Context: an optimization exercise on an open-source flow, tuned for small area. The choices shown serve that exercise and are no tape-out recipe.
Function was checked by simulation only, so behaviour that the tests miss may differ from the original.
No activity file was given, so power comes from the tool's default toggle rates.

==> module y86_rf_rbit, before the edit <==
module y86_rf_rbit
(
    input  logic [14:0] i_sel_n,
    input  logic [14:0] i_dn,
    output logic        o_q
);
    logic [6:0] w_pair;    
    logic       w_lo_n, w_hi_n;
    for (genvar gk = 0; gk < 7; gk++) begin : g_pair
        y86_oai22 u_pair (
            .i_a1 (i_sel_n[2*gk]),   .i_a2 (i_dn[2*gk]),
            .i_b1 (i_sel_n[2*gk+1]), .i_b2 (i_dn[2*gk+1]),
            .o_y  (w_pair[gk])
        );
    end
    y86_nor4  u_lo (.i_a(w_pair[0]), .i_b(w_pair[1]), .i_c(w_pair[2]), .i_d(w_pair[3]), .o_y(w_lo_n));
    y86_nor3  u_hi (.i_a(w_pair[4]), .i_b(w_pair[5]), .i_c(w_pair[6]), .o_y(w_hi_n));
    y86_oai211 u_out (.i_a1(i_sel_n[14]), .i_a2(i_dn[14]), .i_b(w_lo_n), .i_c(w_hi_n), .o_y(o_q));
endmodule
==> module y86_oai22, before the edit <==
module y86_oai22
(
    input  logic i_a1, i_a2, i_b1, i_b2,
    output logic o_y
);
    assign o_y = !((i_a1 | i_a2) & (i_b1 | i_b2));
endmodule
==> module y86_oai211, before the edit <==
module y86_oai211
(
    input  logic i_a1, i_a2, i_b, i_c,
    output logic o_y
);
    assign o_y = !((i_a1 | i_a2) & i_b & i_c);
endmodule
==> module y86_nor4, before the edit <==
module y86_nor4 (input logic i_a, i_b, i_c, i_d, output logic o_y);
    assign o_y = !(i_a | i_b | i_c | i_d);
endmodule
==> module y86_nor3, before the edit <==
module y86_nor3 (input logic i_a, i_b, i_c, output logic o_y);
    assign o_y = !(i_a | i_b | i_c);
endmodule
==> module y86_pc_bit, before the edit <==
module y86_pc_bit
(
    input  logic i_sel_c,
    input  logic i_sel_m,
    input  logic i_sel_p,
    input  logic i_hold,
    input  logic i_c,
    input  logic i_m,
    input  logic i_p,
    input  logic i_q,
    output logic o_d
);
    logic w_new_n, w_keep_n;
    y86_aoi222 u_new (.i_a1(i_sel_c), .i_a2(i_c), .i_b1(i_sel_m), .i_b2(i_m),
                      .i_c1(i_sel_p), .i_c2(i_p), .o_y(w_new_n));
    y86_nand2  u_keep (.i_a(i_hold), .i_b(i_q), .o_y(w_keep_n));
    y86_nand2  u_out  (.i_a(w_new_n), .i_b(w_keep_n), .o_y(o_d));
endmodule
==> module y86_aoi222, before the edit <==
module y86_aoi222
(
    input  logic i_a1, i_a2, i_b1, i_b2, i_c1, i_c2,
    output logic o_y
);
    assign o_y = !((i_a1 & i_a2) | (i_b1 & i_b2) | (i_c1 & i_c2));
endmodule
==> module y86_nand2, before the edit <==
module y86_nand2 (input logic i_a, input logic i_b, output logic o_y);
    assign o_y = !(i_a & i_b);
endmodule
export LEC_CHECK = 0
export CAP_MARGIN = 20
export CORE_MARGIN = 2
export CORE_UTILIZATION = 55
export PLACE_DENSITY = 0.65
export SLEW_MARGIN = 20
export SYNTH_HIERARCHICAL = 1
create_clock -name core_clock -period 8.0 [get_ports {clk}]
standard.sh (not shown) runs the stock make flow with config.mk's settings and CLKGATE_MAP_FILE= SYNTH_SCRIPT=/design/flow/synth_recipe.tcl, a recipe that flattens the netlist after the stock synthesis.
==> flow/flow/run.sh <==
#!/bin/bash
# Standard ORFS layout with three changes:
#  - after synthesis, every combinational cell is swapped to the smallest
#    cell of the same function (flow/downsize.tcl); placement's repair
#    then sizes up or buffers what needs more drive,
#  - ports are buffered with buf_1 instead of the default buffer cell,
#  - CTS inserts no dummy loads and clusters up to 24 sinks per leaf buffer.
set -e
cp standard.sh standard_sh_copy.log
export BUFFER_PORTS_ARGS="-buffer_cell sky130_fd_sc_hd__buf_1"
export CTS_ARGS="-sink_clustering_enable -repair_clock_nets -dont_use_dummy_load -buf_list sky130_fd_sc_hd__clkbuf_16 -sink_clustering_size 24 -sink_clustering_max_diameter 80"
bash standard.sh synth > standard_synth.log 2>&1
openroad -no_init -exit flow/downsize.tcl > downsize.log 2>&1
bash standard.sh finish > standard_finish.log 2>&1
==> flow/flow/downsize.tcl <==
# Swap every combinational cell of the synthesized netlist to the smallest
# cell of the same function (same name but for the drive-strength suffix).
# Flip-flops, latches, tie, tap and fill cells are left alone. Placement's
# repair_design later resizes or buffers whatever needs more drive.
set f orfs/results/sky130hd/writeback_pc_update/base/1_synth.odb
read_db $f
set db [ord::get_db]
set block [ord::get_db_block]
foreach lib [$db getLibs] {
  foreach m [$lib getMasters] {
    if {[regexp {^(sky130_fd_sc_hd__.+)_([0-9]+)$} [$m getName] -> base sz]} {
      lappend var($base) $m
    }
  }
}
set count 0
foreach inst [$block getInsts] {
  set m [$inst getMaster]
  set n [$m getName]
  if {![regexp {^(sky130_fd_sc_hd__.+)_([0-9]+)$} $n -> base sz]} { continue }
  if {[regexp {__(df|edf|sdf|sedf|dl|conb|tap|fill|decap|diode|lpflow|probe)} $n]} { continue }
  set best $m
  foreach c $var($base) {
    if {[$c getWidth] < [$best getWidth]} { set best $c }
  }
  if {$best ne $m} {
    puts "swap [$inst getName] $n -> [$best getName]"
    $inst swapMaster $best
    incr count
  }
}
puts "downsized $count instances"
write_db $f
Change:
--- a/flow/design.v
+++ b/flow/design.v
@@ -53,42 +53,11 @@
 (
     input  logic [14:0] i_sel_n,
     input  logic [14:0] i_dn,
     output logic        o_q
 );
-    logic [6:0] w_pair;    
-    logic       w_lo_n, w_hi_n;
-    for (genvar gk = 0; gk < 7; gk++) begin : g_pair
-        y86_oai22 u_pair (
-            .i_a1 (i_sel_n[2*gk]),   .i_a2 (i_dn[2*gk]),
-            .i_b1 (i_sel_n[2*gk+1]), .i_b2 (i_dn[2*gk+1]),
-            .o_y  (w_pair[gk])
-        );
-    end
-    y86_nor4  u_lo (.i_a(w_pair[0]), .i_b(w_pair[1]), .i_c(w_pair[2]), .i_d(w_pair[3]), .o_y(w_lo_n));
-    y86_nor3  u_hi (.i_a(w_pair[4]), .i_b(w_pair[5]), .i_c(w_pair[6]), .o_y(w_hi_n));
-    y86_oai211 u_out (.i_a1(i_sel_n[14]), .i_a2(i_dn[14]), .i_b(w_lo_n), .i_c(w_hi_n), .o_y(o_q));
-endmodule
-module y86_oai22
-(
-    input  logic i_a1, i_a2, i_b1, i_b2,
-    output logic o_y
-);
-    assign o_y = !((i_a1 | i_a2) & (i_b1 | i_b2));
-endmodule
-module y86_oai211
-(
-    input  logic i_a1, i_a2, i_b, i_c,
-    output logic o_y
-);
-    assign o_y = !((i_a1 | i_a2) & i_b & i_c);
-endmodule
-module y86_nor4 (input logic i_a, i_b, i_c, i_d, output logic o_y);
-    assign o_y = !(i_a | i_b | i_c | i_d);
-endmodule
-module y86_nor3 (input logic i_a, i_b, i_c, output logic o_y);
-    assign o_y = !(i_a | i_b | i_c);
+    assign o_q = !(&(i_sel_n | i_dn));
 endmodule
 module y86_regfile
 (
     input  logic        clk,
     input  logic        rst,
@@ -161,25 +130,11 @@
     input  logic i_m,
     input  logic i_p,
     input  logic i_q,
     output logic o_d
 );
-    logic w_new_n, w_keep_n;
-    y86_aoi222 u_new (.i_a1(i_sel_c), .i_a2(i_c), .i_b1(i_sel_m), .i_b2(i_m),
-                      .i_c1(i_sel_p), .i_c2(i_p), .o_y(w_new_n));
-    y86_nand2  u_keep (.i_a(i_hold), .i_b(i_q), .o_y(w_keep_n));
-    y86_nand2  u_out  (.i_a(w_new_n), .i_b(w_keep_n), .o_y(o_d));
-endmodule
-module y86_aoi222
-(
-    input  logic i_a1, i_a2, i_b1, i_b2, i_c1, i_c2,
-    output logic o_y
-);
-    assign o_y = !((i_a1 & i_a2) | (i_b1 & i_b2) | (i_c1 & i_c2));
-endmodule
-module y86_nand2 (input logic i_a, input logic i_b, output logic o_y);
-    assign o_y = !(i_a & i_b);
+    assign o_d = (i_sel_c & i_c) | (i_sel_m & i_m) | (i_sel_p & i_p) | (i_hold & i_q);
 endmodule
 module writeback_pc_update
 #(
     parameter logic [63:0] RESET_PC = 64'd0,
     parameter int          CNT_W    = 16
What happened:
- final area is higher by about 0.4%
- power is higher by about 0.4%
- synthesized cell count is higher by about 2.7%
- combinational power is lower by about 1%
- die area is higher by about 0.54%
- wire length is lower by about 1.2%
- clock-buffer cell count is higher by 1
- non-clock buffer count is lower by 5
- core utilization barely changes
- final cell count is higher by about 1.8%
- register-to-register slack is better by 0.11 ns

-- what the ideal ports hide --
In the flow no input, the clock included, has a driving cell. The finished layouts below were timed again as built, in two steps. Step 1, drivers: a clkbuf_16 drives clk and a buf_2 each remaining input, both assumed. Step 2 moves the port delays by t, midway between the first and last clock arrival at a register: inputs arrive t later, outputs are due t later. That takes back most of the time a late clock gives input paths. Three values: ideal ports, drivers, drivers and shift; two values: the first two.
run | t, ns | setup slack, ns | hold slack, ns | latest minus earliest clock arrival (ns) | slew at the worst register clock pin (ns)
the first run | 0.724 | 1.511 / 1.483 / 1.483 | 0.438 / 0.438 / 0.438 | 0.043 / 0.043 | 0.10 / 0.10
the second run | 0.730 | 1.453 / 1.420 / 1.420 | 0.476 / 0.476 / 0.476 | 0.061 / 0.061 | 0.10 / 0.10
After both steps setup and hold are still met in every run listed. For the second run, which loses most, drivers alone change the setup slack by -0.033 ns; drivers and shift together by -0.033 ns.
